Background: an optimization exercise with open tools, aiming at small area, a short achievable clock period and few clock cycles per item. Do not read the settings as production practice. The RTL was checked by simulation tests, not by an equivalence proof against the original design. Power is estimated from default activity; no workload was simulated.

==> design/flow/design.v <==
package bile_pkg;
  localparam int MODE_W = 3;
  localparam int POS_W  = 6;
  localparam int DATA_W = 32;
  localparam int CNT_W  = 7;
  localparam int RES_W  = 1 + DATA_W + CNT_W + 2;
  localparam logic [CNT_W-1:0] MAX_SIZE_RST = 7'd64;
  localparam logic [MODE_W-1:0] MODE_APPEND = 3'd0;
  localparam logic [MODE_W-1:0] MODE_READ   = 3'd1;
  localparam logic [MODE_W-1:0] MODE_UPDATE = 3'd2;
  localparam logic [MODE_W-1:0] MODE_DELETE = 3'd3;
  localparam logic [MODE_W-1:0] MODE_CLEAR  = 3'd4;
endpackage
module bile_ctrl (
  input  logic                                clk,
  input  logic                                rst,
  input  logic                                in_valid,
  output logic                                in_ready,
  input  logic [bile_pkg::MODE_W-1:0]         mode,
  input  logic [bile_pkg::POS_W-1:0]          position,
  input  logic [bile_pkg::DATA_W-1:0]         value,
  output logic                                q_valid,
  output logic [bile_pkg::MODE_W-1:0]         q_mode,
  output logic [bile_pkg::POS_W-1:0]          q_pos,
  output logic [bile_pkg::DATA_W-1:0]         q_val,
  input  logic [bile_pkg::RES_W-1:0]          res,
  output logic                                out_valid,
  input  logic                                out_ready,
  output logic [bile_pkg::RES_W-1:0]          out_res
);
  logic                       accept;
  logic                       v0, v1, v2;
  logic [bile_pkg::RES_W-1:0] e1, e2;
  logic                       pop;
  logic [1:0]                 cnt, cnt_next;
  assign accept    = in_valid && in_ready;
  assign pop       = v0 && out_ready;
  assign out_valid = v0;
  assign cnt       = 2'(v0) + 2'(v1) + 2'(v2);
  assign cnt_next  = cnt - 2'(pop) + 2'(q_valid);
  always_ff @(posedge clk) begin
    q_mode <= mode;
    q_pos  <= position;
    q_val  <= value;
  end
  always_ff @(posedge clk) begin
    if (rst) begin
      q_valid  <= 1'b0;
      in_ready <= 1'b1;
      v0       <= 1'b0;
      v1       <= 1'b0;
      v2       <= 1'b0;
    end else begin
      q_valid  <= accept;
      in_ready <= (3'(cnt_next) + 3'(accept)) <= 3'd2;
      v0       <= cnt_next >= 2'd1;
      v1       <= cnt_next >= 2'd2;
      v2       <= cnt_next >= 2'd3;
    end
  end
  always_ff @(posedge clk) begin
    if (!v0 || pop) out_res <= v1 ? e1 : res;
    if (!v1 || pop) e1      <= v2 ? e2 : res;
    if (!v2 || pop) e2      <= res;
  end
endmodule
module bile_dp #(
  parameter int DEPTH = 64
) (
  input  logic                                clk,
  input  logic                                rst,
  input  logic                                q_valid,
  input  logic [bile_pkg::MODE_W-1:0]         q_mode,
  input  logic [bile_pkg::POS_W-1:0]          q_pos,
  input  logic [bile_pkg::DATA_W-1:0]         q_val,
  input  logic                                cfg_valid,
  input  logic [bile_pkg::CNT_W-1:0]          cfg_data,
  output logic [bile_pkg::RES_W-1:0]          res
);
  localparam int CW = bile_pkg::CNT_W;
  logic [bile_pkg::DATA_W-1:0] mem [DEPTH];
  logic [CW-1:0]               n;
  logic [CW-1:0]               cap;
  logic                        full;
  logic                        in_range;
  logic                        app_ok, rd_ok, upd_ok, del_ok, clr;
  logic [CW-1:0]               n_next;
  logic [CW-1:0]               cap_next;
  logic [bile_pkg::DATA_W-1:0] rd;
  assign in_range = {1'b0, q_pos} < n;
  assign app_ok   = q_valid && q_mode == bile_pkg::MODE_APPEND && !full;
  assign rd_ok    = q_valid && q_mode == bile_pkg::MODE_READ   && in_range;
  assign upd_ok   = q_valid && q_mode == bile_pkg::MODE_UPDATE && in_range;
  assign del_ok   = q_valid && q_mode == bile_pkg::MODE_DELETE && in_range;
  assign clr      = q_valid && q_mode == bile_pkg::MODE_CLEAR;
  always_comb begin
    if (clr)         n_next = '0;
    else if (app_ok) n_next = n + 1'b1;
    else if (del_ok) n_next = n - 1'b1;
    else             n_next = n;
  end
  assign cap_next = cfg_valid ? ((cfg_data > CW'(DEPTH)) ? CW'(DEPTH) : cfg_data) : cap;
  always_ff @(posedge clk) begin
    if (rst) begin
      n    <= '0;
      cap  <= bile_pkg::MAX_SIZE_RST;
      full <= 1'b0;
    end else begin
      n    <= n_next;
      cap  <= cap_next;
      full <= n_next >= cap_next;
    end
  end
  always_ff @(posedge clk) begin
    for (int i = 0; i < DEPTH; i++) begin
      if (del_ok && i >= int'(q_pos) && i < DEPTH - 1) begin
        mem[i] <= mem[(i < DEPTH - 1) ? i + 1 : i];
      end else if ((app_ok && i == int'(n)) || (upd_ok && i == int'(q_pos))) begin
        mem[i] <= q_val;
      end
    end
  end
  assign rd = rd_ok ? mem[q_pos] : '0;
  assign res = {q_valid && (app_ok || rd_ok || upd_ok || del_ok || clr),
                rd, n_next, n_next == '0, n_next >= cap};
endmodule
module bounded_indexed_list_engine_unit #(
  parameter int DEPTH = 64
) (
  input  logic                                clk,
  input  logic                                rst,
  input  logic                                in_valid,
  output logic                                in_ready,
  input  logic [bile_pkg::MODE_W-1:0]         mode,
  input  logic [bile_pkg::POS_W-1:0]          position,
  input  logic signed [bile_pkg::DATA_W-1:0]  value,
  output logic                                out_valid,
  input  logic                                out_ready,
  output logic                                ok,
  output logic signed [bile_pkg::DATA_W-1:0]  read_value,
  output logic [bile_pkg::CNT_W-1:0]          count,
  output logic                                is_empty,
  output logic                                is_full,
  input  logic                                cfg_valid,
  output logic                                cfg_ready,
  input  logic [bile_pkg::CNT_W-1:0]          cfg_data
);
  logic                          q_valid;
  logic [bile_pkg::MODE_W-1:0]   q_mode;
  logic [bile_pkg::POS_W-1:0]    q_pos;
  logic [bile_pkg::DATA_W-1:0]   q_val;
  logic [bile_pkg::RES_W-1:0]    res;
  logic [bile_pkg::RES_W-1:0]    out_res;
  assign cfg_ready = 1'b1;
  bile_ctrl u_ctrl (
    .clk       (clk),
    .rst       (rst),
    .in_valid  (in_valid),
    .in_ready  (in_ready),
    .mode      (mode),
    .position  (position),
    .value     (value),
    .q_valid   (q_valid),
    .q_mode    (q_mode),
    .q_pos     (q_pos),
    .q_val     (q_val),
    .res       (res),
    .out_valid (out_valid),
    .out_ready (out_ready),
    .out_res   (out_res)
  );
  bile_dp #(
    .DEPTH (DEPTH)
  ) u_dp (
    .clk       (clk),
    .rst       (rst),
    .q_valid   (q_valid),
    .q_mode    (q_mode),
    .q_pos     (q_pos),
    .q_val     (q_val),
    .cfg_valid (cfg_valid),
    .cfg_data  (cfg_data),
    .res       (res)
  );
  assign {ok, read_value, count, is_empty, is_full} = out_res;
endmodule
==> design/flow/run.sh <==
#!/bin/bash
# synth_recipe.tcl (not shown) runs the flow's synth.tcl, then flattens the netlist and writes it again
# the make line also repeats each setting of config.mk as NAME=value (left out here)
make -C /OpenROAD-flow-scripts/flow DESIGN_CONFIG=/design/flow/config.mk WORK_HOME=/design/flow/orfs CLKGATE_MAP_FILE= SYNTH_SCRIPT=/design/flow/synth_recipe.tcl finish
==> design/flow/config.mk <==
export PLATFORM = sky130hd
export DESIGN_NAME = bounded_indexed_list_engine_unit
export DESIGN_NICKNAME = bounded_indexed_list_engine_unit
export VERILOG_FILES = /design/flow/design.v
export SDC_FILE = /design/flow/constraint.sdc
export NUM_CORES = 4
export LEC_CHECK = 0
export CAP_MARGIN = 20
export CORE_MARGIN = 2
export CORE_UTILIZATION = 40
export SLEW_MARGIN = 20
==> design/flow/constraint.sdc <==
create_clock -name core_clock -period 8.0 [get_ports {clk}]
set_input_delay 1.6000 -clock core_clock [delete_from_list [all_inputs] [get_ports {clk}]]
set_output_delay 1.6000 -clock core_clock [all_outputs]
set_load 0.01 [all_outputs]
==> summary.txt <==
gr usage total = 0.367
worst-path fanout max = 34
Sum Neg Setup Slack = 0 ps
Routed WL = 543000 um
DRT iter0 DRCs = 19282
row cnt = 194
Mapped Nets = 8953
Die X = 533 um
sequential fraction of the synthesis area = 0.594
critical path class = register to register
mux share of post-synthesis cell area = 0.191
compound-cell area share of the yosys netlist = 0.0167
r2r worst-path depth = 10
Netlist Area Pre-Place = 0.112 mm^2
Simple-Gate Fraction of Synth Area = 0.155
IO buf count = 96
Sink Count = 2235
Final Non-Filler Cells = 12436
antenna violations before repair = 19
CTS H-Tree Depth = 4
CTS tree = built
post-cts gate resize count = 0
hold buffers post-CTS = 0
Critical Path RT = 8530 ps
final RePlAce weighted congestion = 0.968
slew of the pin with the lowest slew margin = 1370 ps
routed wl met2 = 218000 um
Detailed Place HPWL = 307000 um
Layout Utilization = 0.447
total setup buffers inserted after CTS = 0
leading post-synthesis cells by instance count = edfxtp_1, nand3_1, mux2_2
Hold Crit Class = register to register
post-layout net count = 8579
Rel. slew slack = 0.0889
CP startpoint = u_ctrl.q_pos[1]$_DFF_P_
RSZ-0062 raised after global routing = no
num ports = 98
Post-Syn Instances = 8869
Hold Path Origin = u_dp.cap[1]$_SDFF_PP0_
antenna viol nets, final = 0
area leader, netlist = edfxtp_1
Worst Setup Start Kind = register
share of cells above drive strength 1 = 0.307
Tmin final = 5810 ps
synthesized flop and latch total = 2235
Max-cap violations = 0
Routed wire per std cell = 43.7 um
combinational family with the most area after synthesis = multiplexers
Critical Path Sink Type = register
Ys Warns = 3
via count = 89730
# fillers = 25255
ys async rst share = 0
clock buffer count from CTS = 241
Setup Viol. Count Final = 0
placed insts = 11975
chip height = 533 um
gr ovfl total = 0
total core area = 0.279 mm^2
vias per cell = 7.22
top-count cell post-synth = edfxtp_1
Synth top area share = 0.583
hold slack = 521 ps
FMAX = 172 MHz
Main synth FF type = edfxtp_1
Post-synth EDFFs = 2174
XOR/XNOR Fraction of Synth Area = 0.000156
Max IR drop VDD = 210 uV
Synth cell types = 73
CTS max path bufs = 4
Pre-antenna DRT Iters = 7
number of global-route vias before repair = 83180
root buffer cell = clkbuf_16
clock-pin transition on the worst setup and hold timing paths = 60 ps
Metal-1 WL = 189000 um
leakage = 0.0404 uW
Worst R2R Setup Slack = 2190 ps
power density over cell area = 214 mW/mm^2
global-route wire length before repair = 719000 um
clk latency of the worst-skew pair = 940 ps
worst r2r src = u_ctrl.q_pos[1]$_DFF_P_
Max Slew Vio Count = 0
Initial Util = 0.401
drt drc = 0
die area = 0.284 mm^2
met3 WL = 89900 um
final hold vios = 0
adder-cell area share of the yosys netlist = 0.00353
syn avg cell area = 12.6 um^2
synthesis-to-layout area growth = 11.3%
Final period util = 0.726
WP data arrival = 6340 ps
top post-synthesis cells by area = edfxtp_1, mux2_2, nand3_1
Top Metal Used = met5
clk_skew = 69.6 ps
status = timing/DRC/antenna clean
Worst Hold Depth = 2
maximum number of pins on one net before global-route repair = 133
[state kept, by name, indices dropped and copies added, names as in the netlist, 3 cells and up]
register,flops
u_dp.cap,7
u_ctrl.e2,42
u_dp.mem,2048
u_ctrl.q_pos,6
u_ctrl.q_val,32
u_ctrl.out_res,42
u_dp.n,7
u_ctrl.e1,42
u_ctrl.q_mode,3
[power by group]
part           internal, uW  switching, uW
Sequential            13200            288
Combinational           733           1180
Clock                  6180           5030
Total                 20100           6500
[cell type report]
cell class              instances  area (um^2)  area share
diodes                         23         57.6    0.000462
flip-flops and latches       2235        66600       0.534
repair buffers                357         3290      0.0264
clock buffers                 311         6430      0.0516
multi-input cells            5598        42300       0.339
well taps                    3724         4660      0.0374
clock inverters               126         1080     0.00869
inverters                      62          233     0.00187
[cells in the final DEF, fill, tap and decap left out, types with 9 or more instances in the layout]
master           instances
o211ai_1                49
clkbuf_8                 9
diode_2                 23
dfxtp_1                 25
a32oi_1                 10
dfxtp_4                 14
nand3_1               2040
edfxtp_1              2174
o21ai_4                 24
buf_12                  26
nand2_1                524
nor2_1                  36
o221ai_4                13
a21oi_4                 15
clkinv_2                53
clkinv_1                43
clkdlybuf4s50_1         96
dfxtp_2                 22
mux2_2                1881
bufinv_16               17
ha_1                    30
inv_1                   60
nor4_1                 130
buf_4                  228
nand4_1                545
mux2_1                  11
clkbuf_16              243
a31oi_1                 15
o21ai_0                 83
nor3_1                   9
a21oi_1                 12
nand2_4                 19
clkbuf_1                59
[through the flow]
stage	setup WS [ps]	cell area (um^2)	power [uW]
after floorplan	3230	112000	14800
after global placement	2580	117000	15600
after detailed placement	2560	117000	15600
after CTS	2540	124000	26500
after global routing	2360	125000	27100
final	2190	125000	26600
[critical path, stage by stage, from the launching register on]
cell and delay, ps:
dfxtp_1 1090, ha_1 400, a211oi_2 240, o32a_2 410, nand2_4 370, a21oi_4 230
buf_4 820, a31oi_4 390, buf_4 540, o211ai_1 230, buf_4 640
[cells by family (layout without fill, tap and decap cells)]
kind of cell	Yosys count	count (layout)
other cells	1	24
xor+xnor	2	2
fa+ha+maj	31	31
compound gates	272	272
mux	1896	1896
simple gates	3396	3396
flops	2235	2235
buf+inv	1036	856
[metal layers]
layer | up-vias | global-route usage
li1 | 33362 | -
met1 | 45105 | 0.470
met2 | 9198 | 0.506
met3 | 2049 | 0.146
met4 | 16 | 0.251
met5 | - | 0
[final timing paths]
path | to
setup / recovery | u_dp.mem[52][9]$_DFFE_PP_
hold / removal | u_dp.cap[1]$_SDFF_PP0_
setup reg to reg | u_dp.mem[52][9]$_DFFE_PP_
hold reg to reg | u_dp.cap[1]$_SDFF_PP0_
Testbench counts, summed over its fixed seeds: cycles 16,016, items 16,000.

## afterwards: timing with drivers on the ports
How much do the figures lean on ideal ports? The routed layout below was timed once more, with nothing changed but the port constraints. Step 1 assumes that a clkbuf_16 drives the clock port and a buf_2 every other input. Step 2 times the ports against the registers' clock, not the clock port: input delays grow and output delays shrink by t, the midpoint of the rising clock arrivals with the driver on. Three values: ideal, step 1, step 2; two values: the first two.
t (ns): 1.009
setup slack, ns: 2.192 / 2.192 / 2.192
slew at the worst register clock pin (ns): 0.07 / 0.07
pins driven straight from the clock port: 1
After both steps setup and hold are still met in this run. For this run, drivers alone change the setup slack by 0.000 ns; drivers and shift together by 0.000 ns.
